Background: an optimization exercise with open tools, aiming at small area and a short achievable clock period. Do not read the settings as production practice.
Where RTL was checked, it was by simulation tests only, not by an equivalence proof against the original.
Function not checked in run 5: the RTL went through the layout flow alone.
The clock port is modelled as an ideal driver; clocking choices that lean on that would not hold on a real chip.
Power figures rest on the tool's default switching activity, not on a simulated workload.

`design/flow/config.mk`:
```
export PLATFORM = sky130hd
export DESIGN_NAME = or_tree
export DESIGN_NICKNAME = or_tree
export VERILOG_FILES = /design/flow/design.v
export SDC_FILE = /design/flow/constraint.sdc
export NUM_CORES = 4
export LEC_CHECK = 0
export CAP_MARGIN = 20
export CORE_MARGIN = 2
export CORE_UTILIZATION = 60
export SETUP_SLACK_MARGIN = 3
export SLEW_MARGIN = 20
```
`design/flow/constraint.sdc`:
```
create_clock -name core_clock -period 5.0 [get_ports {clk}]
set_input_delay 1.0000 -clock core_clock [delete_from_list [all_inputs] [get_ports {clk}]]
set_output_delay 1.0000 -clock core_clock [all_outputs]
set_load 0.01 [all_outputs]
```
`design/flow/design.v`:
```
`default_nettype none
package or_tree_pkg;
    typedef logic [6-1:0] tree_idx_t;
    typedef logic [6+2:0] page_idx_t;
    typedef logic [2:0]                 page_ofs_t;
    typedef logic [4-1:0]   req_id_t;
    typedef logic [15-1:0]   node_vec_t;
    typedef logic [3-1:0] grid_idx_t;
    typedef logic [3:0]                 level_bits_t;
    typedef enum logic [1:0] {
        size_4k,
        size_2k,
        size_1k,
        size_512
    } req_size_e;
    typedef enum logic [1:0] {
        reason_none,
        reason_no_space,
        reason_not_allocated
    } fail_reason_e;
    typedef struct packed {
        req_id_t   id;
        tree_idx_t block;
        req_size_e size;
    } alloc_req_t;
    typedef struct packed {
        req_id_t   id;
        page_idx_t page;
        req_size_e size;
    } free_req_t;
    typedef struct packed {
        req_id_t      id;
        page_idx_t    page;
        logic         fail;
        fail_reason_e reason;
    } alloc_rsp_t;
    typedef struct packed {
        req_id_t      id;
        logic         fail;
        fail_reason_e reason;
    } free_rsp_t;
    typedef struct packed {
        grid_idx_t   row;
        grid_idx_t   col;
        level_bits_t levels;
    } at_update_t;
    function automatic logic [7:0] leaf_mask(req_size_e size, page_ofs_t offset);
        logic [7:0] ones;
        case (size)
            2'd0:    ones = 8'hff;
            2'd1:    ones = 8'h0f;
            2'd2:    ones = 8'h03;
            default: ones = 8'h01;
        endcase
        leaf_mask = ones << offset;
    endfunction
    function automatic logic is_aligned(req_size_e size, page_ofs_t offset);
        case (size)
            2'd0:    is_aligned = offset == 3'd0;
            2'd1:    is_aligned = offset[1:0] == 2'd0;
            2'd2:    is_aligned = !offset[0];
            default: is_aligned = 1'b1;
        endcase
    endfunction
endpackage
`default_nettype wire
`timescale 1ns/1ns
`default_nettype none
module tree_ram (
    input  logic                   clk,
    input  logic [1:0]             rd_hi,
    input  logic [31:0]            rd_lo,
    output logic [7:0]             rd_data,
    input  logic [7:0]             wr_hi,     
    input  logic [7:0]             wr_lo,     
    input  logic [7:0]             wr_data
);
    localparam int depth = 1 << 6;
    logic [7:0] mem [depth];
    logic [7:0] grp [8];
    always_ff @(posedge clk) begin
        for (int b = 0; b < depth; b++) begin
            if (wr_hi[b / 8] && wr_lo[b % 8]) begin
                mem[b] <= wr_data;
            end
        end
    end
    always_comb begin
        for (int i = 0; i < 8; i++) begin
            grp[i] = '0;
            for (int j = 0; j < 8; j++) begin
                grp[i] = grp[i] | (mem[8*i+j] & {8{rd_lo[8*(i/2)+j]}});
            end
        end
        rd_data = '0;
        for (int i = 0; i < 8; i++) begin
            rd_data = rd_data | (grp[i] & {8{rd_hi[i%2]}});
        end
    end
endmodule
`default_nettype wire
`timescale 1ns/1ns
`default_nettype none
module alloc_pick (
    input  logic [3:0]             size_oh,    
    input  logic [7:0]             leaves,
    output or_tree_pkg::page_ofs_t offset,
    output logic                   fail,
    output logic [7:0]             take
);
    logic [3:0] used2;    
    logic [1:0] used4;    
    logic [7:0] first1;   
    logic [3:0] first2;   
    logic [1:0] first4;   
    logic       first8;   
    logic [8:0] below1;   
    logic [4:0] below2;   
    always_comb begin
        for (int j = 0; j < 4; j++) used2[j] = |leaves[2*j +: 2];
        for (int k = 0; k < 2; k++) used4[k] = |leaves[4*k +: 4];
        below1[0] = 1'b1;
        for (int i = 0; i < 8; i++) below1[i+1] = below1[i] && leaves[i];
        below2[0] = 1'b1;
        for (int j = 0; j < 4; j++) below2[j+1] = below2[j] && used2[j];
        for (int i = 0; i < 8; i++) first1[i] = !leaves[i] && below1[i];
        for (int j = 0; j < 4; j++) first2[j] = !used2[j] && below2[j];
        first4[0] = !used4[0];
        first4[1] = !used4[1] && used4[0];
        first8    = !used4[0] && !used4[1];
    end
    always_comb begin
        for (int i = 0; i < 8; i++) begin
            take[i] = (size_oh[3] && first1[i]) ||
                      (size_oh[2] && first2[i/2]) ||
                      (size_oh[1] && first4[i/4]) ||
                      (size_oh[0] && first8);
        end
        fail = !((size_oh[3] && !(&leaves)) ||
                 (size_oh[2] && !(&used2)) ||
                 (size_oh[1] && !(&used4)) ||
                 (size_oh[0] && first8));
        offset[2] = (size_oh[3] && (|first1[7:4])) ||
                    (size_oh[2] && (|first2[3:2])) ||
                    (size_oh[1] && first4[1]);
        offset[1] = (size_oh[3] && (first1[2] || first1[3] || first1[6] || first1[7])) ||
                    (size_oh[2] && (first2[1] || first2[3]));
        offset[0] = size_oh[3] && (first1[1] || first1[3] || first1[5] || first1[7]);
    end
endmodule
`default_nettype wire
`timescale 1ns/1ns
`default_nettype none
module free_check (
    input  logic [3:0]             size_oh,    
    input  or_tree_pkg::page_ofs_t offset,
    input  logic [7:0]             leaves,
    output logic                   fail,
    output logic [7:0]             kept    
);
    logic [7:0] mask;
    logic [7:0] ones;
    logic       aligned;
    assign ones = {{4{size_oh[0]}}, {2{size_oh[0] | size_oh[1]}}, !size_oh[3], 1'b1};
    assign mask = ones << offset;
    assign aligned = (size_oh[0] && offset == 3'd0) || (size_oh[1] && offset[1:0] == 2'd0) ||
                     (size_oh[2] && !offset[0]) || size_oh[3];
    assign fail = !aligned || !(&(leaves | ~mask));
    assign kept = leaves & ~mask;
endmodule
`default_nettype wire
`timescale 1ns/1ns
`default_nettype none
module or_tree (
    input  logic                    clk,
    input  logic                    rst_n,
    input  logic                    alloc_valid,
    input  or_tree_pkg::alloc_req_t alloc_req,
    input  logic                    free_valid,
    input  or_tree_pkg::free_req_t  free_req,
    output logic                    alloc_rsp_valid,
    output or_tree_pkg::alloc_rsp_t alloc_rsp,
    output logic                    free_rsp_valid,
    output or_tree_pkg::free_rsp_t  free_rsp,
    output logic                    at_update_valid,
    output or_tree_pkg::at_update_t at_update
);
    function automatic or_tree_pkg::level_bits_t level_full(logic [7:0] l);
        level_full = {|l,
                      (|l[3:0]) & (|l[7:4]),
                      (|l[1:0]) & (|l[3:2]) & (|l[5:4]) & (|l[7:6]),
                      &l};
    endfunction
    logic                    s1_alloc_valid;
    logic                    s1_free_valid;
    or_tree_pkg::req_id_t    s1_id;
    logic [1:0]              s1_hi;
    logic [31:0]             s1_lo;
    or_tree_pkg::req_size_e  s1_size;
    or_tree_pkg::page_ofs_t  s1_ofs;
    logic                    s2_alloc_valid;
    logic                    s2_free_valid;
    or_tree_pkg::req_id_t    s2_id;
    or_tree_pkg::tree_idx_t  s2_block;
    or_tree_pkg::page_ofs_t  s2_ofs;
    logic [7:0]              s2_leaves;
    logic [7:0]              rd_data;
    or_tree_pkg::page_ofs_t  pick_ofs;
    logic                    pick_fail;
    logic [7:0]              pick_take;
    logic [3:0]              s2_size_oh;
    or_tree_pkg::level_bits_t alloc_levels;
    or_tree_pkg::level_bits_t free_levels;
    logic                    chk_fail;
    logic [7:0]              chk_kept;
    logic [7:0]              new_leaves;
    or_tree_pkg::tree_idx_t  in_block;
    or_tree_pkg::tree_idx_t  s1_block;
    logic                    upd_ok;
    logic [7:0]              wr_hi;
    logic [7:0]              wr_lo;
    logic [7:0]              wr_data;
    always_ff @(posedge clk) begin
        s1_alloc_valid <= rst_n && alloc_valid;
        s1_free_valid  <= rst_n && free_valid;
        s2_alloc_valid <= rst_n && s1_alloc_valid;
        s2_free_valid  <= rst_n && s1_free_valid;
    end
    assign in_block = free_valid ? free_req.page[6+2:3] : alloc_req.block;
    always_comb begin
        s1_block = '0;
        s1_block[3] = s1_hi[1];
        for (int i = 0; i < 32; i++) begin
            if (s1_lo[i]) s1_block = s1_block | {2'(i / 8), 1'b0, 3'(i)};
        end
    end
    always_ff @(posedge clk) begin
        if (free_valid) begin
            s1_id    <= free_req.id;
            s1_size  <= free_req.size;
        end else begin
            s1_id    <= alloc_req.id;
            s1_size  <= alloc_req.size;
        end
        s1_hi[0] <= !in_block[3];
        s1_hi[1] <= in_block[3];
        for (int i = 0; i < 32; i++) begin
            s1_lo[i] <= {in_block[5:4], in_block[2:0]} == 5'(i);
        end
        s1_ofs    <= free_req.page[2:0];
        s2_id     <= s1_id;
        s2_block  <= s1_block;
        for (int k = 0; k < 4; k++) s2_size_oh[k] <= s1_size == 2'(k);
        s2_ofs    <= s1_ofs;
        s2_leaves <= rd_data;
    end
    tree_ram u_ram (
        .clk      (clk),
        .rd_hi    (s1_hi),
        .rd_lo    (s1_lo),
        .rd_data  (rd_data),
        .wr_hi    (wr_hi),
        .wr_lo    (wr_lo),
        .wr_data  (wr_data)
    );
    alloc_pick u_pick (
        .size_oh    (s2_size_oh),
        .leaves     (s2_leaves),
        .offset     (pick_ofs),
        .fail       (pick_fail),
        .take       (pick_take)
    );
    free_check u_check (
        .size_oh    (s2_size_oh),
        .offset     (s2_ofs),
        .leaves     (s2_leaves),
        .fail       (chk_fail),
        .kept       (chk_kept)
    );
    assign new_leaves = s2_free_valid ? chk_kept : s2_leaves | pick_take;
    assign upd_ok     = s2_alloc_valid || (s2_free_valid && !chk_fail);
    function automatic logic at_most_one4(logic [3:0] x);
        at_most_one4 = !(((x[0] | x[1]) & (x[2] | x[3])) | (x[0] & x[1]) | (x[2] & x[3]));
    endfunction
    function automatic or_tree_pkg::level_bits_t alloc_level_full(logic [3:0] sz,
                                                                  logic [7:0] l);
        logic [3:0] u2, f2;    
        logic [1:0] u4, f4;    
        logic       e2_le1;    
        logic       z_le1;     
        logic       lo_full;   
        logic       none;      
        logic       none_lo;   
        for (int j = 0; j < 4; j++) begin
            u2[j] = l[2*j] | l[2*j+1];
            f2[j] = l[2*j] & l[2*j+1];
        end
        for (int k = 0; k < 2; k++) begin
            u4[k] = |l[4*k +: 4];
            f4[k] = &l[4*k +: 4];
        end
        e2_le1 = at_most_one4(~u2);
        z_le1  = at_most_one4(~l[3:0]) & at_most_one4(~l[7:4]) & (&l[3:0] | &l[7:4]);
        lo_full = (u2[1] | f2[0]) & (u2[2] | (f2[0] & f2[1])) & (u2[3] | (f2[0] & f2[1] & f2[2]));
        none_lo = !(l[0] | l[2] | l[1] | l[3]);
        none    = !(l[0] | l[4] | l[2] | l[6] | l[1] | l[5] | l[3] | l[7]);
        alloc_level_full[3] = 1'b1;
        alloc_level_full[2] = (sz[0] & (none | (u4[0] & u4[1]))) |
                              (sz[1] & (u4[0] | u4[1])) |
                              (sz[2] & (u4[1] | (u2[0] & u2[1]))) |
                              (sz[3] & (u4[1] | f4[0]));
        alloc_level_full[1] = (sz[0] & (none | &u2)) |
                              (sz[1] & (none_lo | (u2[0] & u2[1])) & ((u4[0] & ~u4[1]) | (u2[2] & u2[3]))) |
                              (sz[2] & e2_le1) |
                              (sz[3] & e2_le1 & lo_full);
        alloc_level_full[0] = (sz[0] & (none | &l)) |
                              (sz[1] & (none_lo | f4[0]) & ((u4[0] & ~u4[1]) | f4[1])) |
                              (sz[2] & (l == 8'hff || l == 8'hfc || l == 8'hf3 ||
                                        l == 8'hcf || l == 8'h3f)) |
                              (sz[3] & z_le1);
    endfunction
    always_comb begin
        alloc_levels    = alloc_level_full(s2_size_oh, s2_leaves);
        free_levels     = level_full(chk_kept);
        free_levels[0]  = 1'b0;
    end
    always_ff @(posedge clk) begin
        alloc_rsp_valid <= rst_n && s2_alloc_valid;
        free_rsp_valid  <= rst_n && s2_free_valid;
        at_update_valid <= rst_n && upd_ok;
        for (int i = 0; i < 8; i++) begin
            wr_hi[i] <= !rst_n || (upd_ok && s2_block[5:3] == 3'(i));
            wr_lo[i] <= !rst_n || s2_block[2:0] == 3'(i);
        end
    end
    always_ff @(posedge clk) begin
        alloc_rsp.id     <= s2_id;
        alloc_rsp.page   <= pick_fail ? '0 : {s2_block, pick_ofs};
        alloc_rsp.fail   <= pick_fail;
        alloc_rsp.reason <= pick_fail ? or_tree_pkg::reason_no_space : or_tree_pkg::reason_none;
        free_rsp.id      <= s2_id;
        free_rsp.fail    <= chk_fail;
        free_rsp.reason  <= chk_fail ? or_tree_pkg::reason_not_allocated : or_tree_pkg::reason_none;
        at_update.row    <= s2_block[6-1 -: 3];
        at_update.col    <= s2_block[3-1:0];
        at_update.levels <= s2_free_valid ? free_levels : alloc_levels;
        wr_data          <= rst_n ? new_leaves : 8'h00;
    end
endmodule
`default_nettype wire
```
`design/flow/flow/run.sh`:
```
#!/bin/bash
# Layout flow: the standard layout (standard.sh), with these changes.
# 0. The port buffers that global placement inserts are buf_2 cells.
# 1. TritonCTS clusters up to 25 sinks per leaf buffer (clkbuf_16 only), so the tree has
#    fewer, fuller leaf buffers.
set -euo pipefail
R=orfs/results/${FLOW_PLATFORM}/or_tree/base
export BUFFER_PORTS_ARGS="-buffer_cell sky130_fd_sc_hd__buf_2"
export CTS_ARGS="-sink_clustering_enable -repair_clock_nets -sink_clustering_size 25 -sink_clustering_max_diameter 100 -buf_list sky130_fd_sc_hd__clkbuf_16"
bash standard.sh cts > log_standard_to_cts.txt 2>&1
IN_ODB=$R/4_cts.odb OUT_ODB=$R/4_cts.odb openroad -no_init -exit flow/fixclk.tcl > log_fixclk.txt 2>&1
bash standard.sh finish > log_standard_finish.txt 2>&1
```
`design/flow/flow/fixclk.tcl`:
```
read_db $::env(IN_ODB)
set block [ord::get_db_block]
set port_net [[$block findBTerm clk] getNet]
set root ""
foreach it [$port_net getITerms] { set root [$it getInst] }
set rname [$root getName]
set out_net ""
foreach it [$root getITerms] { if {[$it isOutputSignal]} { set out_net [$it getNet] } }
set loads {}
foreach it [$out_net getITerms] { if {[$it getInst] != $root} { lappend loads $it } }
puts "root $rname ([[$root getMaster] getName]) drives [llength $loads] pins"
if {[llength $loads] > 4} { error "root drives too many pins" }
foreach it $loads { $it disconnect; $it connect $port_net }
odb::dbInst_destroy $root
odb::dbNet_destroy $out_net
write_db $::env(OUT_ODB)
```
`design/flow/standard.sh`:
```
#!/bin/bash
# synth_recipe.tcl (not shown) runs the flow's synth.tcl, then flattens the netlist and writes it again
# the make line also repeats each setting of config.mk as NAME=value (left out here)
make -C /OpenROAD-flow-scripts/flow DESIGN_CONFIG=/design/flow/config.mk WORK_HOME=/design/flow/orfs CLKGATE_MAP_FILE= SYNTH_SCRIPT=/design/flow/synth_recipe.tcl "${@:-finish}"
```
==> metrics.yaml, run 1 <==
outcome:
  outcome: "finished clean"
clock_tree:
  cts_inserted_buffers: 29
  htreeDepth: 1
  root_buffer: "clkbuf_16"
  holdBufCountCts: 0
  cts_sinks: 636
  clock_path_buffers: 3
  cts_tree: "yes"
  clk_latency_ns: 0.50
  cts.clk_slew.worst_paths_ns: 0.10
pwr:
  leakage_nw: 8.47
  ir_drop_uv: 363
  powerDensity_nw_per_um2: 436
  p_total_mw: 10.8
critical_path:
  end_kind: "register"
  worstSetupPathType: "reg -> reg"
  critical_path_peak_fanout: 18
  cp.arrival_ns: 2.36
  path_delay_family: "compound AO/OA/AOI/OAI gates"
  max_stage_delay_ns: 0.54
  crit_slowest_cell: "o41ai_2"
  path_buf_inv: 0
  cp.required_ns: 5.38
  worstSetupStartpointType: "register"
  path_cells: "a22o_1, a221oi_1, nand3_1, o41ai_2, nand2_1"
global_routing:
  grt_pass1_wl_um: 95100
  grt_pass1_vias: 13000
  antenna_found_initial: 0
  grt_max_degree: 65
  grt_use_total: 0.346
  grt-ovfl-total: 0
routing:
  antenna_left: 0
  wl_per_cell_um: 33.6
  drt-initial-drc-count: 2154
  routed_wl_um: 67800
  via_per_inst: 6.93
  vias: 14000
  drc: 0
  drt-pass1-iter-count: 5
cells_and_area:
  finalNetCount: 1517
  n_fill_cell: 2674
  area_growth_pct: 8.31
  fin_cells: 2017
  diodes: 0
  drive_above_1_share: 0.141
synthesis:
  synth_common_cells: "edfxtp_1 (512), a22oi_1 (214), dfxtp_1 (124), and2_1 (71), clkbuf_1 (64)"
  yosysTopAreaCell: "edfxtp_1"
  yosys.area_share.simple: 0.0684
  synth_compound_area_frac: 0.126
  seq_area_frac_synth: 0.777
  synth_top_family_by_area: "compound AO/OA/AOI/OAI gates"
  synth_fa_ha_area_frac: 0
  synth.avg_cell_area_um2: 15.9
  muxShareOfSynthArea: 0.00523
  syn-instance-count: 1446
  synth_top_area_frac: 0.669
  yosys-top-cells-area: "edfxtp_1 (67%), dfxtp_1 (11%), a22oi_1 (7.0%)"
  yosys_register_bits: 636
  synth.distinct_cells: 63
  synthArstFlopShare: 0
  syn_area_um2: 23000
  ys.flop_type: "edfxtp_1"
  synth_edf_count: 512
  yosysMostFrequentCell: "edfxtp_1"
  synthXorXnorAreaFrac: 0.000381
  synth_warnings: 5
floorplanning:
  ios: 67
  die_h_um: 200
  die_area_um2: 39900
  rows: 71
  start_util: 0.610
  die_w_um: 200
  coreArea_um2: 37700
sta:
  fin_crit_sh: 0.396
  setup_ws_ns: 3.02
  rsz0062_at_grt: "yes"
  fmax_mhz: 505
  clock_skew_ns: 0.0402
  slew_violations: 0
  worstMarginPinSlew_ns: 0.815
  fin_crit_ns: 1.98
  setup_viol: 0
  finalSetupTns_ns: 0
  slew_headroom: 0.454
  hold_viol: 0
placement:
  port_buffers: 64
  place_congestion: 0.934
  place_hpwl_um: 41100
  dp_slack_ns: 2.46
  dp.cells: 1963
job:
  cap_viol_max_count: 0
min_path:
  hp-class: "reg -> reg"
[through the flow]
step	hold WS, ns	util	area [um^2]
floorplan	0.310	-	23000
global placement	0.311	0.632	23800
detailed placement	0.312	0.632	23800
CTS	0.332	0.658	24800
global route	0.337	0.661	24900
finish	0.331	0.661	24900
[worst paths after layout]
check / from / endpoint / slack, ns / depth (start not counted)
max reg2reg: s1_lo[11] / s2_leaves[3] / 3.02 / 5
max: s1_lo[11] / s2_leaves[3] / 3.02 / 5
min: s1_ofs[0] / s2_ofs[0] / 0.33 / 0
min reg2reg: s1_ofs[0] / s2_ofs[0] / 0.33 / 0
[where the power goes]
part | internal (mW) | switching [mW] | leakage, nW
sequential | 6.67 | 0.331 | 6.02
clock | 1.04 | 1.59 | 0.469
combinational | 0.286 | 0.932 | 1.98
total | 7.99 | 2.86 | 8.47
[sequential cells by signal, summed over array words and instances (netlist names), 2 cells and up]
name and count:
wr_lo 8, s2_block 6, s1_hi 2, s2_id 4
s1_id 4, s1_ofs 3, wr_data 8, at_update 10
s2_leaves 8, s2_size_oh 4, s2_ofs 3, u_ram.mem 512
s1_lo 32, s1_size 2, wr_hi 8, free_rsp 2
alloc_rsp 13
[cell families after synthesis]
logic type / Yosys count
AOI/OAI and AO/OA: 386
xor gates and xnor gates: 1
buffers and inverters: 115
DFF: 636
muxes: 11
other: 1
and+or+nand+nor: 296
[layout make-up]
class,count,area [um^2],share of cell area
Multi-Input combinational cell,696,4770,0.192
Timing Repair Buffer,107,693,0.0279
Sequential cell,636,17900,0.720
Clock buffer,28,701,0.0282
Clock inverter,22,111,0.00448
Tap cell,511,639,0.0257
Inverter,17,63.8,0.00256
[what timing repair did]
action,4_1_cts,5_1_grt
pin swaps,0,3
buffers inserted,0,4
resized for setup,34,24
endpoints found under the setup margin,64,54
[per-layer routing]
| metal | wire (um) | track usage |
|---|---|---|
| met4 | 1850 | 0.0949 |
| met2 | 30400 | 0.518 |
| met1 | 27200 | 0.520 |
| met5 | 0 | 0 |
| met3 | 8380 | 0.0711 |
[placed cells by master (no fill, tap or decap), types with 6 or more instances in the layout]
cell / n
a22o_1: 22
edfxtp_1: 512
dfxtp_1: 97
nand2b_1: 6
mux2_2: 8
dfxtp_2: 22
a21oi_1: 19
buf_2: 56
inv_1: 36
o21ai_0: 32
a211oi_1: 6
a22oi_1: 213
a221oi_1: 25
nor2_1: 57
o41ai_2: 10
o22ai_1: 7
nor4_1: 13
buf_6: 8
nand4_1: 51
nand2_1: 44
nor2b_1: 6
buf_4: 42
clkbuf_16: 28
o41ai_1: 8
and2_1: 71
nand3_1: 27
==> run 2: changes to the inputs <==
--- a/design/flow/design.v
+++ b/design/flow/design.v
@@ -71,17 +71,20 @@
     input  logic [1:0]             rd_hi,
     input  logic [31:0]            rd_lo,
     output logic [7:0]             rd_data,
-    input  logic [7:0]             wr_hi,     
-    input  logic [7:0]             wr_lo,     
+    input  logic                   clr,       
+    input  logic [7:0]             wr_hi_n,   
+    input  logic [7:0]             wr_lo_n,   
     input  logic [7:0]             wr_data
 );
     localparam int depth = 1 << 6;
     logic [7:0] mem [depth];
     logic [7:0] grp [8];
+    logic [7:0] wd;
+    assign wd = clr ? 8'h00 : wr_data;
     always_ff @(posedge clk) begin
         for (int b = 0; b < depth; b++) begin
-            if (wr_hi[b / 8] && wr_lo[b % 8]) begin
-                mem[b] <= wr_data;
+            if (!(wr_hi_n[b / 8] || wr_lo_n[b % 8])) begin
+                mem[b] <= wd;
             end
         end
     end
@@ -217,8 +220,9 @@
     or_tree_pkg::tree_idx_t  in_block;
     or_tree_pkg::tree_idx_t  s1_block;
     logic                    upd_ok;
-    logic [7:0]              wr_hi;
-    logic [7:0]              wr_lo;
+    logic                    clr;
+    logic [7:0]              wr_hi_n;
+    logic [7:0]              wr_lo_n;
     logic [7:0]              wr_data;
     always_ff @(posedge clk) begin
         s1_alloc_valid <= rst_n && alloc_valid;
@@ -259,8 +263,9 @@
         .rd_hi    (s1_hi),
         .rd_lo    (s1_lo),
         .rd_data  (rd_data),
-        .wr_hi    (wr_hi),
-        .wr_lo    (wr_lo),
+        .clr      (clr),
+        .wr_hi_n  (wr_hi_n),
+        .wr_lo_n  (wr_lo_n),
         .wr_data  (wr_data)
     );
     alloc_pick u_pick (
@@ -328,9 +333,10 @@
         alloc_rsp_valid <= rst_n && s2_alloc_valid;
         free_rsp_valid  <= rst_n && s2_free_valid;
         at_update_valid <= rst_n && upd_ok;
+        clr             <= !rst_n;
         for (int i = 0; i < 8; i++) begin
-            wr_hi[i] <= !rst_n || (upd_ok && s2_block[5:3] == 3'(i));
-            wr_lo[i] <= !rst_n || s2_block[2:0] == 3'(i);
+            wr_hi_n[i] <= rst_n && !(upd_ok && s2_block[5:3] == 3'(i));
+            wr_lo_n[i] <= rst_n && s2_block[2:0] != 3'(i);
         end
     end
     always_ff @(posedge clk) begin
@@ -344,7 +350,7 @@
         at_update.row    <= s2_block[6-1 -: 3];
         at_update.col    <= s2_block[3-1:0];
         at_update.levels <= s2_free_valid ? free_levels : alloc_levels;
-        wr_data          <= rst_n ? new_leaves : 8'h00;
+        wr_data          <= new_leaves;
     end
 endmodule
 `default_nettype wire
==> metrics.yaml, run 2 <==
outcome:
  outcome: "finished clean"
pwr:
  switching_share: 0.270
  intPower_mw: 8.11
  leakage_nw: 8.65
  p_switching_mw: 3.01
  p_total_mw: 11.1
  pwr-share-comb: 0.122
  pwr-share-seq: 0.641
  pwr-share-clk: 0.237
  powerDensity_nw_per_um2: 444
  ir_drop_uv: 442
synthesis:
  yosysMostFrequentCell: "edfxtp_1"
  synth_top_family_by_area: "compound AO/OA/AOI/OAI gates"
  synth_edf_count: 512
  synthXorXnorAreaFrac: 0.000382
  yosys.area_share.simple: 0.0655
  synth.avg_cell_area_um2: 15.6
  synth_warnings: 5
  synth_common_cells: "edfxtp_1 (512), a22oi_1 (213), dfxtp_1 (125), nor2_1 (124), clkbuf_1 (84)"
  yosys_register_bits: 637
  ys.flop_type: "edfxtp_1"
  synth_top_area_frac: 0.671
  synth_compound_area_frac: 0.123
  synthArstFlopShare: 0
  seq_area_frac_synth: 0.780
  synth_fa_ha_area_frac: 0.000437
  yosysTopAreaCell: "edfxtp_1"
  syn-instance-count: 1471
  syn_area_um2: 22900
  yosys-top-cells-area: "edfxtp_1 (67%), dfxtp_1 (11%), a22oi_1 (7.0%)"
  synth.distinct_cells: 60
  muxShareOfSynthArea: 0.00661
floorplanning:
  die_w_um: 199
  die_h_um: 199
  rows: 71
  coreArea_um2: 37700
  ios: 67
  die_area_um2: 39800
  start_util: 0.608
sta:
  finalSetupTns_ns: 0
  setup_viol: 0
  slew_violations: 0
  hold_viol: 0
  slew_headroom: 0.216
  fin_crit_sh: 0.429
  fin_crit_ns: 2.15
  rsz0062_at_grt: "yes"
  fmax_mhz: 466
  clock_skew_ns: 0.0309
  worstMarginPinSlew_ns: 1.17
clock_tree:
  cts_tree: "yes"
  cts.clk_slew.worst_paths_ns: 0.10
  root_buffer: "clkbuf_16"
  cts_setup_buffers: 0
  clock_path_buffers: 3
  cts_sinks: 637
  clk_latency_ns: 0.50
  cts_inserted_buffers: 29
  htreeDepth: 1
routing:
  drt-initial-drc-count: 2530
  wl_per_cell_um: 34.0
  routed_wl_um: 69600
  drt-pass1-iter-count: 5
  drc: 0
  antenna_left: 0
  via_per_inst: 7.08
  vias: 14500
global_routing:
  top_usage_layer: "met2"
  grt_max_degree: 65
  grt_use_total: 0.350
  grt_use_met3: 0.0675
  grt-ovfl-total: 0
  grt_pass1_wl_um: 96200
  grt_pass1_vias: 13300
  antenna_found_initial: 1
  grt_use_met1: 0.525
  met2_usage: 0.526
placement:
  port_buffers: 64
  placed_cell_area_um2: 23900
  place_hpwl_um: 42800
  dp.cells: 1987
  place_congestion: 0.908
critical_path:
  startpoint: "s1_lo[11]"
  worstSetupPathType: "reg -> reg"
  rr_endpoint: "s2_leaves[5]"
  critical_path_peak_fanout: 18
  cp.arrival_ns: 2.48
  ff2ff_setup_slack_ns: 2.85
  cp-endpoint: "s2_leaves[5]"
  end_kind: "register"
  cp.required_ns: 5.33
  timing.rr.start: "s1_lo[11]"
  worstSetupStartpointType: "register"
  r2r_cells: 6
cells_and_area:
  largest_reg_flops: 512
  top_regs: "u_ram.mem: 512 flops, s1_lo: 32 flops, alloc_rsp: 13 flops"
  final_core_util: 0.666
  multiInputGateArea_um2: 4820
  regMostFlops: "u_ram.mem"
  mostFrequentLayoutCells: "edfxtp_1 (512), a22oi_1 (211), nor2_1 (111)"
  finalNetCount: 1541
  n_fill_cell: 2707
  area_growth_pct: 9.43
  final_common_cell: "edfxtp_1"
  postLayoutCellArea_um2: 25100
  fin_cells: 2045
  drive_above_1_share: 0.151
  register_area_um2: 17900
job:
  cap_viol_max_count: 0
min_path:
  hp-class: "reg -> reg"
-- run 2: power by group through the flow --
stage	sequential, mW	clock, mW	combinational (mW)
global route	7.18	2.80	1.43
CTS	7.08	2.70	1.29
floorplan	7.01	0	0.751
global placement	7.17	0	1.25
detailed placement	7.19	0	1.27
finish	7.13	2.63	1.35
-- run 2: stage by stage --
stage	hold slack, ns	worst slack (ns)
3_3_place_gp	0.311	2.38
5_1_grt	0.337	2.80
6_report	0.333	2.85
4_1_cts	0.335	2.87
2_1_floorplan	0.310	2.52
3_5_place_dp	0.314	2.33
-- run 2: how the worst min path moves through the flow --
stage	from	end	slack, ns	cells after the start
2_1_floorplan	s2_id[0]	alloc_rsp[12]	0.31	0
3_3_place_gp	s2_id[3]	free_rsp[6]	0.31	0
3_5_place_dp	s1_id[2]	s2_id[2]	0.31	0
4_1_cts	s1_ofs[0]	s2_ofs[0]	0.34	0
5_1_grt	s1_ofs[0]	s2_ofs[0]	0.34	0
6_report	s1_ofs[0]	s2_ofs[0]	0.33	0
-- run 2: per-layer routing --
layer  vias up  wire length (um)
li1       5877                 -
met1      7280             26700
met2      1144             30900
met3       168              9330
met4         0              2660
met5         -                 0
-- run 2: final cells by class --
class | instances | share of cell area
Inverter | 17 | 0.00255
Tap cell | 511 | 0.0255
Sequential cell | 637 | 0.715
Clock buffer | 28 | 0.0279
Multi-Input combinational cell | 708 | 0.192
Clock inverter | 25 | 0.00489
Timing Repair Buffer | 118 | 0.0322
Antenna cell | 1 | 0.0000998
-- run 2: cells by family after synthesis --
kind of cell,Yosys count
adder cells (fa/ha/maj),1
AND/OR/NAND/NOR,311
flip-flops,637
AO/OA/AOI/OAI,376
other,1
buffers and inverters,130
XOR/XNOR,1
multiplexers,14
-- run 2: repair_timing --
| action | 4_1_cts | 5_1_grt |
|---|---|---|
| pin swaps | 1 | 6 |
| gates cloned | 0 | 3 |
| setup endpoints to repair | 136 | 138 |
| hold buffers | 0 | 0 |
| gates resized for setup | 43 | 29 |
-- run 2: worst max-delay path, cell delays in order, from the launching register on --
cell and delay (ns):
dfxtp_1 0.31, buf_4 0.25, a22o_1 0.25, a221oi_1 0.22
nand3_1 0.31, o41ai_4 0.47, nand2_1 0.18
==> run 3: changes to the inputs <==
--- a/design/flow/config.mk
+++ b/design/flow/config.mk
@@ -8,5 +8,5 @@
 export CAP_MARGIN = 20
 export CORE_MARGIN = 2
 export CORE_UTILIZATION = 60
-export SETUP_SLACK_MARGIN = 3
+export SETUP_SLACK_MARGIN = 2.5
 export SLEW_MARGIN = 20
==> metrics.yaml, run 3 <==
synthesis:
  synth_warnings: 5
  yosys-top-cells-area: "edfxtp_1 (67%), dfxtp_1 (11%), a22oi_1 (7.0%)"
  yosysMostFrequentCell: "edfxtp_1"
  synth_top_area_frac: 0.671
  seq_area_frac_synth: 0.780
  synth.distinct_cells: 60
  syn-instance-count: 1471
  synth_common_cells: "edfxtp_1 (512), a22oi_1 (213), dfxtp_1 (125), nor2_1 (124), clkbuf_1 (84)"
  synthArstFlopShare: 0
  synth.avg_cell_area_um2: 15.6
  syn_area_um2: 22900
  yosys_register_bits: 637
  synth_edf_count: 512
  ys.flop_type: "edfxtp_1"
  yosysTopAreaCell: "edfxtp_1"
critical_path:
  worstSetupStartpointType: "register"
  end_kind: "register"
  path_delay_family: "compound AO/OA/AOI/OAI gates"
  cp.arrival_ns: 2.79
  r2r_cells: 6
  cp.required_ns: 5.34
  path_buf_inv: 1
  timing.rr.start: "s1_lo[3]"
  path_depth: 6
  path_cells: "buf_4, a22o_1, a221oi_1, nand3_1, o41ai_1, nand2_1"
  crit_slowest_cell: "o41ai_1"
  rr_endpoint: "s2_leaves[2]"
  cp-endpoint: "s2_leaves[2]"
  worstSetupPathType: "reg -> reg"
  max_stage_delay_ns: 0.76
  critical_path_peak_fanout: 18
  ff2ff_setup_slack_ns: 2.55
  startpoint: "s1_lo[3]"
sta:
  clock_skew_ns: 0.0271
  finalSetupTns_ns: 0
  fin_crit_sh: 0.491
  fin_crit_ns: 2.45
  hold_viol: 0
  slew_violations: 0
  fmax_mhz: 408
  slew_headroom: 0.169
  hold_ws_ns: 0.334
  rsz0062_at_grt: "no"
  worstMarginPinSlew_ns: 1.24
  setup_viol: 0
floorplanning:
  die_h_um: 199
  coreArea_um2: 37700
  die_w_um: 199
  ios: 67
  rows: 71
  die_area_um2: 39800
  start_util: 0.608
placement:
  place_congestion: 0.894
  placed_cell_area_um2: 23800
  place_hpwl_um: 41600
  port_buffers: 64
  dp.cells: 1982
min_path:
  worstHoldPathCells: 0
  hp-class: "reg -> reg"
global_routing:
  grt_pass1_vias: 13100
  grt-ovfl-total: 0
  grt_max_degree: 65
  antenna_found_initial: 0
  grt_pass1_wl_um: 95200
  grt_use_total: 0.345
pwr:
  powerDensity_nw_per_um2: 445
  p_total_mw: 11.0
  leakage_nw: 8.47
  ir_drop_uv: 462
cells_and_area:
  top_regs: "u_ram.mem: 512 flops, s1_lo: 32 flops, alloc_rsp: 13 flops"
  mostFrequentLayoutCells: "edfxtp_1 (512), a22oi_1 (213), dfxtp_1 (125)"
  finalNetCount: 1532
  drive_above_1_share: 0.119
  final_common_cell: "edfxtp_1"
  largest_reg_flops: 512
  postLayoutCellArea_um2: 24700
  regMostFlops: "u_ram.mem"
  diodes: 0
  area_growth_pct: 7.64
  fin_cells: 2034
routing:
  antenna_left: 0
  vias: 14100
  via_per_inst: 6.94
  drt-pass1-iter-count: 6
  wl_per_cell_um: 33.1
  drc: 0
  drt-initial-drc-count: 2238
  routed_wl_um: 67400
clock_tree:
  cts_inserted_buffers: 29
  cts_tree: "yes"
  clock_path_buffers: 3
  postCtsResizedCells: 0
  htreeDepth: 1
  holdBufCountCts: 0
  clk_latency_ns: 0.49
  cts_setup_buffers: 0
  cts.clk_slew.worst_paths_ns: 0.09
  cts_sinks: 637
  root_buffer: "clkbuf_16"
outcome:
  outcome: "finished clean"
job:
  cap_viol_max_count: 0
[run 3: cell counts after synthesis]
Identical to the previous run, type by type.
[run 3: report_power, final]
part | internal [mW] | total, mW | switching [mW]
combinational | 0.308 | 1.28 | 0.974
clock | 1.04 | 2.61 | 1.57
sequential | 6.72 | 7.08 | 0.361
[run 3: per-stage QoR]
step	worst slack, ns	util
after floorplan	2.52	-
after global routing	2.53	0.655
final	2.55	0.655
after detailed placement	2.51	0.633
after global placement	2.56	0.632
after CTS	2.56	0.655
[run 3: worst reg2reg max path: cells and delay by family, from the launching register on]
kind | cells | cell delay (ns)
AOI/OAI and AO/OA | 3 | 1.47
DFF | 1 | 0.31
and+or+nand+nor | 2 | 0.29
buffers and inverters | 1 | 0.24
[run 3: cell type report]
class / instances / area (um^2)
clock buffers: 28 / 701
multi-input cells: 705 / 4580
inverters: 17 / 63.8
repair buffers: 112 / 684
well taps: 511 / 639
clock inverters: 24 / 119
flip-flops and latches: 637 / 17900
fillers: 2714 / 13000
[run 3: worst min-delay path by stage]
stage / from / slack [ns] / endpoint
6_report: s1_id[1] / 0.33 / s2_id[1]
5_1_grt: s2_id[3] / 0.34 / free_rsp[6]
4_1_cts: s1_id[1] / 0.33 / s2_id[1]
3_5_place_dp: s1_id[1] / 0.31 / s2_id[1]
3_3_place_gp: s2_id[3] / 0.31 / free_rsp[6]
2_1_floorplan: s2_id[0] / 0.31 / alloc_rsp[12]
[run 3: metal layers]
metal / track usage / share of wire / vias to the layer above / wire (um)
met5: 0 / 0 / - / 0
met4: 0.123 / 0.043 / 0 / 2900
met3: 0.0753 / 0.13 / 176 / 8960
met2: 0.518 / 0.44 / 1037 / 29600
met1: 0.505 / 0.38 / 7053 / 25900
li1: - / - / 5857 / -
[run 3: logic make-up (layout without fill, tap and decap cells)]
family,count (synthesis),count (layout),synth area share
compound gates,376,376,0.123
fa+ha+maj,1,1,0.000437
flops,637,637,0.780
buf+inv,130,181,0.0242
mux,14,14,0.00661
xor+xnor,1,1,0.000382
simple gates,311,311,0.0655
other cells,1,2,0.000164
==> run 4: changes to the inputs <==
--- a/design/flow/config.mk
+++ b/design/flow/config.mk
@@ -8,5 +8,5 @@
 export CAP_MARGIN = 20
 export CORE_MARGIN = 2
 export CORE_UTILIZATION = 60
-export SETUP_SLACK_MARGIN = 2.5
+export SETUP_SLACK_MARGIN = 4
 export SLEW_MARGIN = 20
==> metrics.yaml, run 4 <==
global_routing:
  grt-ovfl-total: 0
  grt_max_degree: 49
  grt_pass1_vias: 16100
  grt_use_total: 0.437
  antenna_found_initial: 2
  grt_pass1_wl_um: 119000
clock_tree:
  holdBufCountCts: 0
  htreeDepth: 1
  cts.clk_slew.worst_paths_ns: 0.12
  cts_inserted_buffers: 29
  cts_tree: "yes"
  cts_sinks: 637
  clock_path_buffers: 3
  root_buffer: "clkbuf_16"
  clk_latency_ns: 0.49
sta:
  fin_crit_sh: 0.410
  clock_skew_ns: 0.0281
  hold_viol: 0
  hold_ws_ns: 0.313
  rsz0062_at_grt: "yes"
  fin_crit_ns: 2.05
  finalSetupTns_ns: 0
  slew_headroom: 0.223
  worstMarginPinSlew_ns: 1.16
  fmax_mhz: 488
  setup_viol: 0
  slew_violations: 0
floorplanning:
  die_w_um: 199
  rows: 71
  coreArea_um2: 37700
  start_util: 0.608
  die_area_um2: 39800
  die_h_um: 199
  ios: 67
cells_and_area:
  postLayoutCellArea_um2: 32600
  top_regs: "u_ram.mem: 512 flops, s1_lo: 32 flops, alloc_rsp: 13 flops"
  fin_cells: 2376
  area_growth_pct: 42.4
  drive_above_1_share: 0.460
  mostFrequentLayoutCells: "edfxtp_1 (512), a22oi_1 (170), buf_6 (145)"
  n_fill_cell: 1559
  final_common_cell: "edfxtp_1"
  regMostFlops: "u_ram.mem"
  diodes: 0
  largest_reg_flops: 512
  finalNetCount: 1876
synthesis:
  synth_edf_count: 512
  synthArstFlopShare: 0
  synth.avg_cell_area_um2: 15.6
  yosysMostFrequentCell: "edfxtp_1"
  yosysTopAreaCell: "edfxtp_1"
  syn-instance-count: 1471
  yosys_register_bits: 637
  seq_area_frac_synth: 0.780
  syn_area_um2: 22900
  synth_warnings: 5
  ys.flop_type: "edfxtp_1"
  yosys-top-cells-area: "edfxtp_1 (67%), dfxtp_1 (11%), a22oi_1 (7.0%)"
  synth.distinct_cells: 60
  synth_top_area_frac: 0.671
  synth_common_cells: "edfxtp_1 (512), a22oi_1 (213), dfxtp_1 (125), nor2_1 (124), clkbuf_1 (84)"
pwr:
  p_total_mw: 13.5
  powerDensity_nw_per_um2: 413
  ir_drop_uv: 413
  leakage_nw: 11.7
routing:
  routed_wl_um: 95500
  met2_length_um: 41100
  met3_wirelength_um: 16100
  drc: 0
  wl_met1_um: 30200
  via_per_inst: 7.48
  wl_per_cell_um: 40.2
  drt-initial-drc-count: 3077
  top_layer: "met5"
  antenna_left: 0
  drt-pass1-iter-count: 8
  vias: 17800
critical_path:
  r2r_cells: 5
  cp.required_ns: 5.35
  cp.arrival_ns: 2.40
  timing.rr.start: "s1_lo[6]"
  worstSetupPathType: "reg -> reg"
  end_kind: "register"
  ff2ff_setup_slack_ns: 2.95
  worstSetupStartpointType: "register"
  rr_endpoint: "s2_leaves[5]"
  critical_path_peak_fanout: 17
min_path:
  min_from: "s1_ofs[2]"
  min_to: "s2_ofs[2]"
  worstHoldPathCells: 0
  hp-class: "reg -> reg"
job:
  cap_viol_max_count: 0
placement:
  dp.cells: 1973
  placed_cell_area_um2: 24500
  place_hpwl_um: 42300
  port_buffers: 64
  place_congestion: 0.931
outcome:
  outcome: "finished clean"
-- run 4: cell types whose count changed in the layout (fill, tap and decap cells not counted), sizes merged --
| cell | previous run | this run |
|---|---|---|
| clkbuf | 28 | 39 |
| buf | 112 | 444 |
| inv | 40 | 38 |
| nor2b | 11 | 12 |
-- run 4: how the worst max path moves through the flow --
| stage | from | to | slack [ns] | cells past startpoint |
|---|---|---|---|---|
| 2_1_floorplan | free_valid | s1_lo[10] | 3.29 | 4 |
| 5_1_grt | s2_leaves[0] | wr_data[5] | 2.93 | 7 |
| 3_5_place_dp | free_valid | s1_lo[16] | 2.56 | 5 |
| 6_report | s1_lo[6] | s2_leaves[5] | 2.95 | 5 |
| 3_3_place_gp | s1_lo[12] | s2_leaves[3] | 2.48 | 4 |
| 4_1_cts | alloc_rsp[2] | alloc_rsp[2] | 2.92 | 1 |
-- run 4: per-stage QoR --
step | setup WS (ns) | utilization
6_report | 2.95 | 0.866
4_1_cts | 2.92 | 0.819
3_3_place_gp | 2.48 | 0.651
5_1_grt | 2.93 | 0.866
2_1_floorplan | 3.29 | -
3_5_place_dp | 2.56 | 0.651
-- run 4: logic make-up after synthesis --
logic type	count (synthesis)	share of synthesized area
muxes	14	0.00661
AOI/OAI and AO/OA	376	0.123
DFF	637	0.780
xor gates and xnor gates	1	0.000382
adders and majority gates	1	0.000437
other	1	0.000164
and+or+nand+nor	311	0.0655
buffers and inverters	130	0.0242
-- run 4: worst max-delay path: stages (launching register included) --
cell	delay, ns
dfxtp_1	0.36
buf_12	0.19
a22oi_1	0.25
nand4_1	0.44
o41ai_1	0.52
nand2_1	0.17
-- run 4: power by group --
part           total (mW)  switching [mW]  internal, mW
combinational        3.55            1.82          1.73
sequential           7.25           0.521          6.73
clock                2.66            1.63          1.03
total                13.5            3.97          9.49
-- run 4: repair_timing --
item                                    in CTS  in global routing
pin swaps                                  156                107
endpoints found under the setup margin    1146               1157
buffers inserted                           225                 71
cloned                                      44                 13
gates resized for setup                    443                209
-- run 4: layer usage --
| metal | vias to the layer above | track usage |
|---|---|---|
| met5 | - | 0 |
| met4 | 4 | 0.224 |
| met3 | 579 | 0.155 |
| met2 | 1959 | 0.659 |
| met1 | 8634 | 0.565 |
| li1 | 6606 | - |
-- run 4: area by class of cell --
cell class              instances  area [um^2]  area share
well taps                     511          639      0.0196
repair buffers                455         6640       0.203
multi-input cells             706         6410       0.196
clock inverters                22         95.1     0.00291
inverters                      17         78.8     0.00242
clock buffers                  28          701      0.0215
flip-flops and latches        637        18100       0.554
==> run 5: changes to the inputs <==
--- a/design/flow/design.v
+++ b/design/flow/design.v
@@ -68,8 +68,7 @@
 `default_nettype none
 module tree_ram (
     input  logic                   clk,
-    input  logic [1:0]             rd_hi,
-    input  logic [31:0]            rd_lo,
+    input  logic [63:0]            rd_sel,
     output logic [7:0]             rd_data,
     input  logic                   clr,       
     input  logic [7:0]             wr_hi_n,   
@@ -78,7 +77,6 @@
 );
     localparam int depth = 1 << 6;
     logic [7:0] mem [depth];
-    logic [7:0] grp [8];
     logic [7:0] wd;
     assign wd = clr ? 8'h00 : wr_data;
     always_ff @(posedge clk) begin
@@ -89,15 +87,9 @@
         end
     end
     always_comb begin
-        for (int i = 0; i < 8; i++) begin
-            grp[i] = '0;
-            for (int j = 0; j < 8; j++) begin
-                grp[i] = grp[i] | (mem[8*i+j] & {8{rd_lo[8*(i/2)+j]}});
-            end
-        end
         rd_data = '0;
-        for (int i = 0; i < 8; i++) begin
-            rd_data = rd_data | (grp[i] & {8{rd_hi[i%2]}});
+        for (int b = 0; b < depth; b++) begin
+            rd_data = rd_data | (mem[b] & {8{rd_sel[b]}});
         end
     end
 endmodule
@@ -197,8 +189,7 @@
     logic                    s1_alloc_valid;
     logic                    s1_free_valid;
     or_tree_pkg::req_id_t    s1_id;
-    logic [1:0]              s1_hi;
-    logic [31:0]             s1_lo;
+    logic [63:0]             s1_sel;
     or_tree_pkg::req_size_e  s1_size;
     or_tree_pkg::page_ofs_t  s1_ofs;
     logic                    s2_alloc_valid;
@@ -231,13 +222,6 @@
         s2_free_valid  <= rst_n && s1_free_valid;
     end
     assign in_block = free_valid ? free_req.page[6+2:3] : alloc_req.block;
-    always_comb begin
-        s1_block = '0;
-        s1_block[3] = s1_hi[1];
-        for (int i = 0; i < 32; i++) begin
-            if (s1_lo[i]) s1_block = s1_block | {2'(i / 8), 1'b0, 3'(i)};
-        end
-    end
     always_ff @(posedge clk) begin
         if (free_valid) begin
             s1_id    <= free_req.id;
@@ -246,10 +230,9 @@
             s1_id    <= alloc_req.id;
             s1_size  <= alloc_req.size;
         end
-        s1_hi[0] <= !in_block[3];
-        s1_hi[1] <= in_block[3];
-        for (int i = 0; i < 32; i++) begin
-            s1_lo[i] <= {in_block[5:4], in_block[2:0]} == 5'(i);
+        s1_block <= in_block;
+        for (int b = 0; b < 64; b++) begin
+            s1_sel[b] <= in_block == 6'(b);
         end
         s1_ofs    <= free_req.page[2:0];
         s2_id     <= s1_id;
@@ -260,8 +243,7 @@
     end
     tree_ram u_ram (
         .clk      (clk),
-        .rd_hi    (s1_hi),
-        .rd_lo    (s1_lo),
+        .rd_sel   (s1_sel),
         .rd_data  (rd_data),
         .clr      (clr),
         .wr_hi_n  (wr_hi_n),
--- a/design/flow/config.mk
+++ b/design/flow/config.mk
@@ -8,5 +8,5 @@
 export CAP_MARGIN = 20
 export CORE_MARGIN = 2
 export CORE_UTILIZATION = 60
-export SETUP_SLACK_MARGIN = 4
+export SETUP_SLACK_MARGIN = 3
 export SLEW_MARGIN = 20
==> metrics.yaml, run 5 <==
outcome:
  outcome: "finished clean"
critical_path:
  end_kind: "register"
  path_buf_inv: 1
  startpoint: "s1_sel[42]"
  crit_slowest_cell: "or4_1"
  max_stage_delay_ns: 0.66
  critical_path_peak_fanout: 8
  path_cells: "buf_4, a22o_1, a221oi_1, nand4_1, or4_1"
  worstSetupPathType: "reg -> reg"
  cp.arrival_ns: 2.41
  worstSetupStartpointType: "register"
  cp.required_ns: 5.32
  timing.rr.start: "s1_sel[42]"
  path_delay_family: "simple AND/OR/NAND/NOR gates"
clock_tree:
  cts_sinks: 673
  clock_path_buffers: 3
  cts_tree: "yes"
  cts_inserted_buffers: 30
  htreeDepth: 1
  root_buffer: "clkbuf_16"
  cts.clk_slew.worst_paths_ns: 0.10
  clk_latency_ns: 0.48
sta:
  fin_crit_ns: 2.09
  setup_ws_ns: 2.91
  finalSetupTns_ns: 0
  fin_crit_sh: 0.417
  clock_skew_ns: 0.0163
  worstMarginPinSlew_ns: 1.20
  hold_ws_ns: 0.325
  rsz0062_at_grt: "yes"
  setup_viol: 0
  hold_viol: 0
  slew_violations: 0
  fmax_mhz: 479
  slew_headroom: 0.197
global_routing:
  grt_use_total: 0.377
  grt_pass1_vias: 13600
  grt_max_degree: 65
  antenna_found_initial: 1
  grt_pass1_wl_um: 106000
  grt-ovfl-total: 0
floorplanning:
  coreArea_um2: 38800
  start_util: 0.610
  ios: 67
  rows: 72
  die_h_um: 203
  die_area_um2: 41100
  die_w_um: 203
synthesis:
  synth_common_cells: "edfxtp_1 (512), nor2_1 (163), dfxtp_1 (161), a221oi_1 (128), a22o_1 (128)"
  ys.flop_type: "edfxtp_1"
  syn_area_um2: 23700
  synth_warnings: 4
  seq_area_frac_synth: 0.786
  synth_top_area_frac: 0.649
  synth.distinct_cells: 63
  yosysMostFrequentCell: "edfxtp_1"
  synthArstFlopShare: 0
  synth_edf_count: 512
  yosys_register_bits: 673
  yosys-top-cells-area: "edfxtp_1 (65%), dfxtp_1 (14%), a221oi_1 (4.7%)"
  yosysTopAreaCell: "edfxtp_1"
  syn-instance-count: 1485
  synth.avg_cell_area_um2: 15.9
routing:
  routed_wl_um: 76600
  vias: 14600
  wl_per_cell_um: 37.2
  drt-pass1-iter-count: 6
  drt-initial-drc-count: 2589
  antenna_left: 0
  via_per_inst: 7.09
  drc: 0
pwr:
  pwr-share-comb: 0.117
  ir_drop_uv: 374
  powerDensity_nw_per_um2: 433
  p_switching_mw: 2.95
  intPower_mw: 8.37
  leakage_nw: 9.09
  pwr-share-clk: 0.238
  pwr-share-seq: 0.645
  switching_share: 0.261
cells_and_area:
  area_growth_pct: 10.5
  regMostFlops: "u_ram.mem"
  n_fill_cell: 2624
  drive_above_1_share: 0.221
  final_common_cell: "edfxtp_1"
  top_regs: "u_ram.mem: 512 flops, s1_sel: 64 flops, alloc_rsp: 13 flops"
  largest_reg_flops: 512
  finalNetCount: 1551
  postLayoutCellArea_um2: 26200
  register_area_um2: 18700
  mostFrequentLayoutCells: "edfxtp_1 (512), nor2_1 (138), a22o_1 (128)"
  final_core_util: 0.674
  multiInputGateArea_um2: 5100
placement:
  dp_slack_ns: 2.30
  place_congestion: 0.998
  place_hpwl_um: 49800
  placed_cell_area_um2: 24700
  port_buffers: 64
min_path:
  hp-class: "reg -> reg"
  min_from: "s2_id[2]"
job:
  cap_viol_max_count: 0
run 5: changes by cell type after synthesis, moves of 8 or more:
cell,delta
a22oi_1,-209
a221oi_1,+105
a22o_1,+102
nor2_1,+39
dfxtp_1,+36
nand3_1,-20
nand4_1,-20
o21ai_0,-16
o41ai_1,-15
clkbuf_1,+10
and2_1,-8
nor4_1,-8
run 5: metal layers:
layer	track usage	wire, um
met2	0.564	33600
met5	0	0
met1	0.537	27900
met4	0.173	4540
met3	0.0839	10600
run 5: cell families after synthesis:
family	synth area share
AND/OR/NAND/NOR	0.0609
other	0.000158
adder cells (fa/ha/maj)	0.000899
AO/OA/AOI/OAI	0.123
XOR/XNOR	0.000740
multiplexers	0.00581
flip-flops	0.786
buffers and inverters	0.0232
run 5: repair_timing:
action                     in CTS  in global routing
setup endpoints to repair      70                 89
hold buffers                    0                  0
pin swaps                       8                  9
buffers inserted                1                  6
gates resized for setup       119                 37
run 5: layout make-up:
class,count,area share
Multi-Input combinational cell,681,0.195
Sequential cell,673,0.716
Inverter,17,0.00244
Clock inverter,25,0.00406
Antenna cell,1,0.0000956
Clock buffer,29,0.0277
Tap cell,518,0.0248
Timing Repair Buffer,118,0.0296
run 5: worst register-to-register path, delay by kind of cell, from the launching register on:
kind | cells | cell delay (ns)
AND/OR/NAND/NOR | 2 | 0.89
AO/OA/AOI/OAI | 2 | 0.54
flip-flops | 1 | 0.31
buffers and inverters | 1 | 0.19
run 5: path summary, 6_finish.rpt:
path,depth (start not counted),slack (ns),to
worst max register to register,5,2.91,s2_leaves[3]
worst min-delay path,0,0.33,alloc_rsp[14]
worst max-delay path,5,2.91,s2_leaves[3]
worst min register to register,0,0.33,alloc_rsp[14]
run 5: per-stage QoR:
stage	power, mW	cells
finish	11.3	2062
global route	11.6	2061
CTS	11.3	2054
detailed placement	8.62	1998
global placement	8.59	1996
floorplan	7.96	1486
run 5: power groups by stage:
stage / clock [mW] / sequential, mW / combinational, mW
final: 2.69 / 7.31 / 1.33
after global routing: 2.87 / 7.35 / 1.39
after detailed placement: 0 / 7.39 / 1.22
after floorplan: 0 / 7.21 / 0.746
after global placement: 0 / 7.38 / 1.21
after CTS: 2.75 / 7.29 / 1.24
==> run 6: changes to the inputs <==
--- a/design/flow/design.v
+++ b/design/flow/design.v
@@ -68,28 +68,33 @@
 `default_nettype none
 module tree_ram (
     input  logic                   clk,
-    input  logic [63:0]            rd_sel,
+    input  logic [1:0]             rd_hi,
+    input  logic [31:0]            rd_lo,
     output logic [7:0]             rd_data,
-    input  logic                   clr,       
-    input  logic [7:0]             wr_hi_n,   
-    input  logic [7:0]             wr_lo_n,   
+    input  logic [7:0]             wr_hi,     
+    input  logic [7:0]             wr_lo,     
     input  logic [7:0]             wr_data
 );
     localparam int depth = 1 << 6;
     logic [7:0] mem [depth];
-    logic [7:0] wd;
-    assign wd = clr ? 8'h00 : wr_data;
+    logic [7:0] grp [8];
     always_ff @(posedge clk) begin
         for (int b = 0; b < depth; b++) begin
-            if (!(wr_hi_n[b / 8] || wr_lo_n[b % 8])) begin
-                mem[b] <= wd;
+            if (wr_hi[b / 8] && wr_lo[b % 8]) begin
+                mem[b] <= wr_data;
             end
         end
     end
     always_comb begin
+        for (int i = 0; i < 8; i++) begin
+            grp[i] = '0;
+            for (int j = 0; j < 8; j++) begin
+                grp[i] = grp[i] | (mem[8*i+j] & {8{rd_lo[8*(i/2)+j]}});
+            end
+        end
         rd_data = '0;
-        for (int b = 0; b < depth; b++) begin
-            rd_data = rd_data | (mem[b] & {8{rd_sel[b]}});
+        for (int i = 0; i < 8; i++) begin
+            rd_data = rd_data | (grp[i] & {8{rd_hi[i%2]}});
         end
     end
 endmodule
@@ -189,7 +194,8 @@
     logic                    s1_alloc_valid;
     logic                    s1_free_valid;
     or_tree_pkg::req_id_t    s1_id;
-    logic [63:0]             s1_sel;
+    logic [1:0]              s1_hi;
+    logic [31:0]             s1_lo;
     or_tree_pkg::req_size_e  s1_size;
     or_tree_pkg::page_ofs_t  s1_ofs;
     logic                    s2_alloc_valid;
@@ -211,9 +217,8 @@
     or_tree_pkg::tree_idx_t  in_block;
     or_tree_pkg::tree_idx_t  s1_block;
     logic                    upd_ok;
-    logic                    clr;
-    logic [7:0]              wr_hi_n;
-    logic [7:0]              wr_lo_n;
+    logic [7:0]              wr_hi;
+    logic [7:0]              wr_lo;
     logic [7:0]              wr_data;
     always_ff @(posedge clk) begin
         s1_alloc_valid <= rst_n && alloc_valid;
@@ -222,6 +227,13 @@
         s2_free_valid  <= rst_n && s1_free_valid;
     end
     assign in_block = free_valid ? free_req.page[6+2:3] : alloc_req.block;
+    always_comb begin
+        s1_block = '0;
+        s1_block[3] = s1_hi[1];
+        for (int i = 0; i < 32; i++) begin
+            if (s1_lo[i]) s1_block = s1_block | {2'(i / 8), 1'b0, 3'(i)};
+        end
+    end
     always_ff @(posedge clk) begin
         if (free_valid) begin
             s1_id    <= free_req.id;
@@ -230,9 +242,10 @@
             s1_id    <= alloc_req.id;
             s1_size  <= alloc_req.size;
         end
-        s1_block <= in_block;
-        for (int b = 0; b < 64; b++) begin
-            s1_sel[b] <= in_block == 6'(b);
+        s1_hi[0] <= !in_block[3];
+        s1_hi[1] <= in_block[3];
+        for (int i = 0; i < 32; i++) begin
+            s1_lo[i] <= {in_block[5:4], in_block[2:0]} == 5'(i);
         end
         s1_ofs    <= free_req.page[2:0];
         s2_id     <= s1_id;
@@ -243,11 +256,11 @@
     end
     tree_ram u_ram (
         .clk      (clk),
-        .rd_sel   (s1_sel),
+        .rd_hi    (s1_hi),
+        .rd_lo    (s1_lo),
         .rd_data  (rd_data),
-        .clr      (clr),
-        .wr_hi_n  (wr_hi_n),
-        .wr_lo_n  (wr_lo_n),
+        .wr_hi    (wr_hi),
+        .wr_lo    (wr_lo),
         .wr_data  (wr_data)
     );
     alloc_pick u_pick (
@@ -315,10 +328,9 @@
         alloc_rsp_valid <= rst_n && s2_alloc_valid;
         free_rsp_valid  <= rst_n && s2_free_valid;
         at_update_valid <= rst_n && upd_ok;
-        clr             <= !rst_n;
         for (int i = 0; i < 8; i++) begin
-            wr_hi_n[i] <= rst_n && !(upd_ok && s2_block[5:3] == 3'(i));
-            wr_lo_n[i] <= rst_n && s2_block[2:0] != 3'(i);
+            wr_hi[i] <= !rst_n || (upd_ok && s2_block[5:3] == 3'(i));
+            wr_lo[i] <= !rst_n || s2_block[2:0] == 3'(i);
         end
     end
     always_ff @(posedge clk) begin
@@ -332,7 +344,7 @@
         at_update.row    <= s2_block[6-1 -: 3];
         at_update.col    <= s2_block[3-1:0];
         at_update.levels <= s2_free_valid ? free_levels : alloc_levels;
-        wr_data          <= new_leaves;
+        wr_data          <= rst_n ? new_leaves : 8'h00;
     end
 endmodule
 `default_nettype wire
==> design/flow/flow/run.sh (replaced) <==
#!/bin/bash
# Layout flow: the standard layout (standard.sh), with these changes.
# 0. The port buffers that global placement inserts are buf_2 cells.
# 1. TritonCTS clusters up to 25 sinks per leaf buffer (clkbuf_16 only), so the tree has
#    fewer, fuller leaf buffers.
# 3. Timing repair may resize a cell to one of another footprint (MATCH_CELL_FOOTPRINT=0).
# Each tool's full output goes to a log file in this folder (ORFS's own logs are under orfs/logs).
set -euo pipefail
export BUFFER_PORTS_ARGS="-buffer_cell sky130_fd_sc_hd__buf_2"
export CTS_ARGS="-sink_clustering_enable -repair_clock_nets -sink_clustering_size 25 -sink_clustering_max_diameter 100 -buf_list sky130_fd_sc_hd__clkbuf_16"
export POST_CTS_TCL="$PWD/flow/post_cts.tcl"
bash standard.sh MATCH_CELL_FOOTPRINT=0 SKIP_CTS_REPAIR_TIMING=1 finish > log_standard.txt 2>&1
==> design/flow/flow/post_cts.tcl (new file) <==
# Sourced by ORFS's cts.tcl (POST_CTS_TCL) after clock tree synthesis, with the CTS-stage timing
# repair skipped there so that it runs here on the final clock tree.
# 2. Repair setup timing and legalise, as cts.tcl does.
set block [ord::get_db_block]
set port_net [[$block findBTerm clk] getNet]
set root ""
foreach it [$port_net getITerms] { set root [$it getInst] }
set rname [$root getName]
set out_net ""
foreach it [$root getITerms] { if {[$it isOutputSignal]} { set out_net [$it getNet] } }
set loads {}
foreach it [$out_net getITerms] { if {[$it getInst] != $root} { lappend loads $it } }
puts "post_cts: root $rname ([[$root getMaster] getName]) drives [llength $loads] pins"
if {[llength $loads] > 4} { error "root drives too many pins" }
foreach it $loads { $it disconnect; $it connect $port_net }
odb::dbInst_destroy $root
odb::dbNet_destroy $out_net

estimate_parasitics -placement
repair_timing_helper
set result [catch { detailed_placement } msg]
if { $result != 0 } { error "Detailed placement failed after CTS repair: $msg" }
check_placement -verbose
removed: design/flow/flow/fixclk.tcl
==> metrics.yaml, run 6 <==
routing:
  via_per_inst: 6.93
  wl_per_cell_um: 33.6
  drc: 0
  drt-pass1-iter-count: 5
  drt-initial-drc-count: 2149
  vias: 14000
  routed_wl_um: 67800
  antenna_left: 0
placement:
  port_buffers: 64
  dp.cells: 1963
  place_congestion: 0.934
  place_hpwl_um: 41100
  placed_cell_area_um2: 23800
  dp_slack_ns: 2.46
floorplanning:
  die_area_um2: 39900
  rows: 71
  ios: 67
  coreArea_um2: 37700
  start_util: 0.610
  die_w_um: 200
  die_h_um: 200
cells_and_area:
  register_area_um2: 17900
  drive_above_1_share: 0.138
  mostFrequentLayoutCells: "edfxtp_1 (512), a22oi_1 (213), dfxtp_1 (101)"
  multiInputGateArea_um2: 4770
  regMostFlops: "u_ram.mem"
  largest_reg_flops: 512
  n_fill_cell: 2680
  finalNetCount: 1517
  diodes: 0
  postLayoutCellArea_um2: 24800
  top_regs: "u_ram.mem: 512 flops, s1_lo: 32 flops, alloc_rsp: 13 flops"
  final_common_cell: "edfxtp_1"
  area_growth_pct: 8.10
  final_core_util: 0.659
  fin_cells: 2017
pwr:
  p_total_mw: 10.8
  intPower_mw: 7.99
  pwr-share-clk: 0.243
  pwr-share-seq: 0.645
  ir_drop_uv: 364
  pwr-share-comb: 0.112
  powerDensity_nw_per_um2: 437
  switching_share: 0.264
  p_switching_mw: 2.86
  leakage_nw: 8.45
synthesis:
  synth.distinct_cells: 63
  synth_edf_count: 512
  yosys_register_bits: 636
  synth_common_cells: "edfxtp_1 (512), a22oi_1 (214), dfxtp_1 (124), and2_1 (71), clkbuf_1 (64)"
  synth.avg_cell_area_um2: 15.9
  yosys-top-cells-area: "edfxtp_1 (67%), dfxtp_1 (11%), a22oi_1 (7.0%)"
  synthArstFlopShare: 0
  seq_area_frac_synth: 0.777
  synth_top_area_frac: 0.669
  synth_warnings: 5
  syn_area_um2: 23000
  yosysMostFrequentCell: "edfxtp_1"
  ys.flop_type: "edfxtp_1"
  syn-instance-count: 1446
  yosysTopAreaCell: "edfxtp_1"
job:
  cap_viol_max_count: 0
clock_tree:
  clk_latency_ns: 0.50
  cts_tree: "yes"
  cts.clk_slew.worst_paths_ns: 0.10
  cts_sinks: 636
critical_path:
  end_kind: "register"
  cp.required_ns: 5.38
  r2r_cells: 6
  worstSetupPathType: "reg -> reg"
  cp.arrival_ns: 2.37
  worstSetupStartpointType: "register"
  critical_path_peak_fanout: 17
sta:
  slew_headroom: 0.446
  rsz0062_at_grt: "yes"
  fmax_mhz: 501
  worstMarginPinSlew_ns: 0.828
  finalSetupTns_ns: 0
  fin_crit_ns: 2.00
  hold_ws_ns: 0.331
  clock_skew_ns: 0.0398
  hold_viol: 0
  setup_ws_ns: 3.00
  slew_violations: 0
  setup_viol: 0
  fin_crit_sh: 0.399
global_routing:
  grt_pass1_wl_um: 95100
  grt_pass1_vias: 13000
  grt_use_total: 0.346
  antenna_found_initial: 0
  grt_max_degree: 65
  grt-ovfl-total: 0
min_path:
  worstHoldPathCells: 0
  hp-class: "reg -> reg"
outcome:
  outcome: "finished clean"
[run 6: cells by family after synthesis]
group,Yosys count,share of synthesized area
AOI/OAI and AO/OA,386,0.126
xor gates and xnor gates,1,0.000381
buffers and inverters,115,0.0223
DFF,636,0.777
muxes,11,0.00523
other,1,0.000163
and+or+nand+nor,296,0.0684
[run 6: final cells by class]
class                   count  area share
clock inverters            22     0.00448
repair buffers            107      0.0262
flip-flops and latches    636       0.721
well taps                 511      0.0257
multi-input cells         696       0.192
clock buffers              28      0.0282
inverters                  17     0.00257
[run 6: power by group through the flow]
| stage | Sequential, mW | Combinational [mW] | Clock [mW] |
|---|---|---|---|
| detailed placement | 7.09 | 1.17 | 0 |
| finish | 7.00 | 1.21 | 2.64 |
| floorplan | 7.07 | 0.560 | 0 |
| global placement | 7.07 | 1.15 | 0 |
| global route | 7.05 | 1.29 | 2.79 |
[run 6: layer usage]
layer	part of all wire	track usage	up-vias
met5	0	0	-
met4	0.027	0.0949	0
met3	0.13	0.0711	110
met2	0.45	0.518	992
met1	0.40	0.520	7055
li1	-	-	5823
[run 6: path summary, 6_finish.rpt]
kind                                 from            to  slack (ns)
worst min-delay path            s1_ofs[0]     s2_ofs[0]        0.33
worst max register to register  s1_lo[22]  s2_leaves[3]        3.00
worst max-delay path            s1_lo[22]  s2_leaves[3]        3.00
worst min register to register  s1_ofs[0]     s2_ofs[0]        0.33
[run 6: critical path, cell delays in order (launching register included)]
cell and delay, ns:
dfxtp_1 0.31, buf_4 0.24, a22o_1 0.25, a221oi_1 0.21, nand3_1 0.26, o41ai_2 0.54
nand2_1 0.09

## separate check: timing with driven ports
How much do the figures lean on ideal ports? The routed layouts below were timed once more, with nothing changed but the port constraints. Step 1 (the two cells are an assumption about what drives the block):
set clk [get_ports {clk}]
set_driving_cell -lib_cell sky130_fd_sc_hd__clkbuf_16 $clk
set_driving_cell -lib_cell sky130_fd_sc_hd__buf_2 [delete_from_list [all_inputs] $clk]
Step 2 adds t to the input delays and takes it off the output delays; t is the mean of the earliest and latest rising clock arrival at the registers after step 1. Input paths then give back, and output paths get back, about the clock's delay inside the block. Three values: no drivers, after step 1, after step 2; two values: the first two.
run | shift t [ns] | slack for setup (ns) | latest minus earliest clock arrival (ns)
run 1 | 0.556 | 3.018 / 2.998 / 2.639 | 0.043 / 0.043
run 2 | 0.552 | 2.854 / 2.854 / 2.677 | 0.039 / 0.039
run 3 | 0.547 | 2.547 / 2.547 / 2.547 | 0.030 / 0.030
run 4 | 0.552 | 2.951 / 2.951 / 2.777 | 0.035 / 0.035
run 5 | 0.552 | 2.913 / 2.913 / 2.538 | 0.019 / 0.019
run 6 | 0.556 | 3.005 / 2.993 / 2.638 | 0.040 / 0.040
After both steps every run listed still meets setup and hold. For run 1, which loses most, drivers alone change the setup slack by -0.020 ns; drivers and shift together by -0.379 ns.
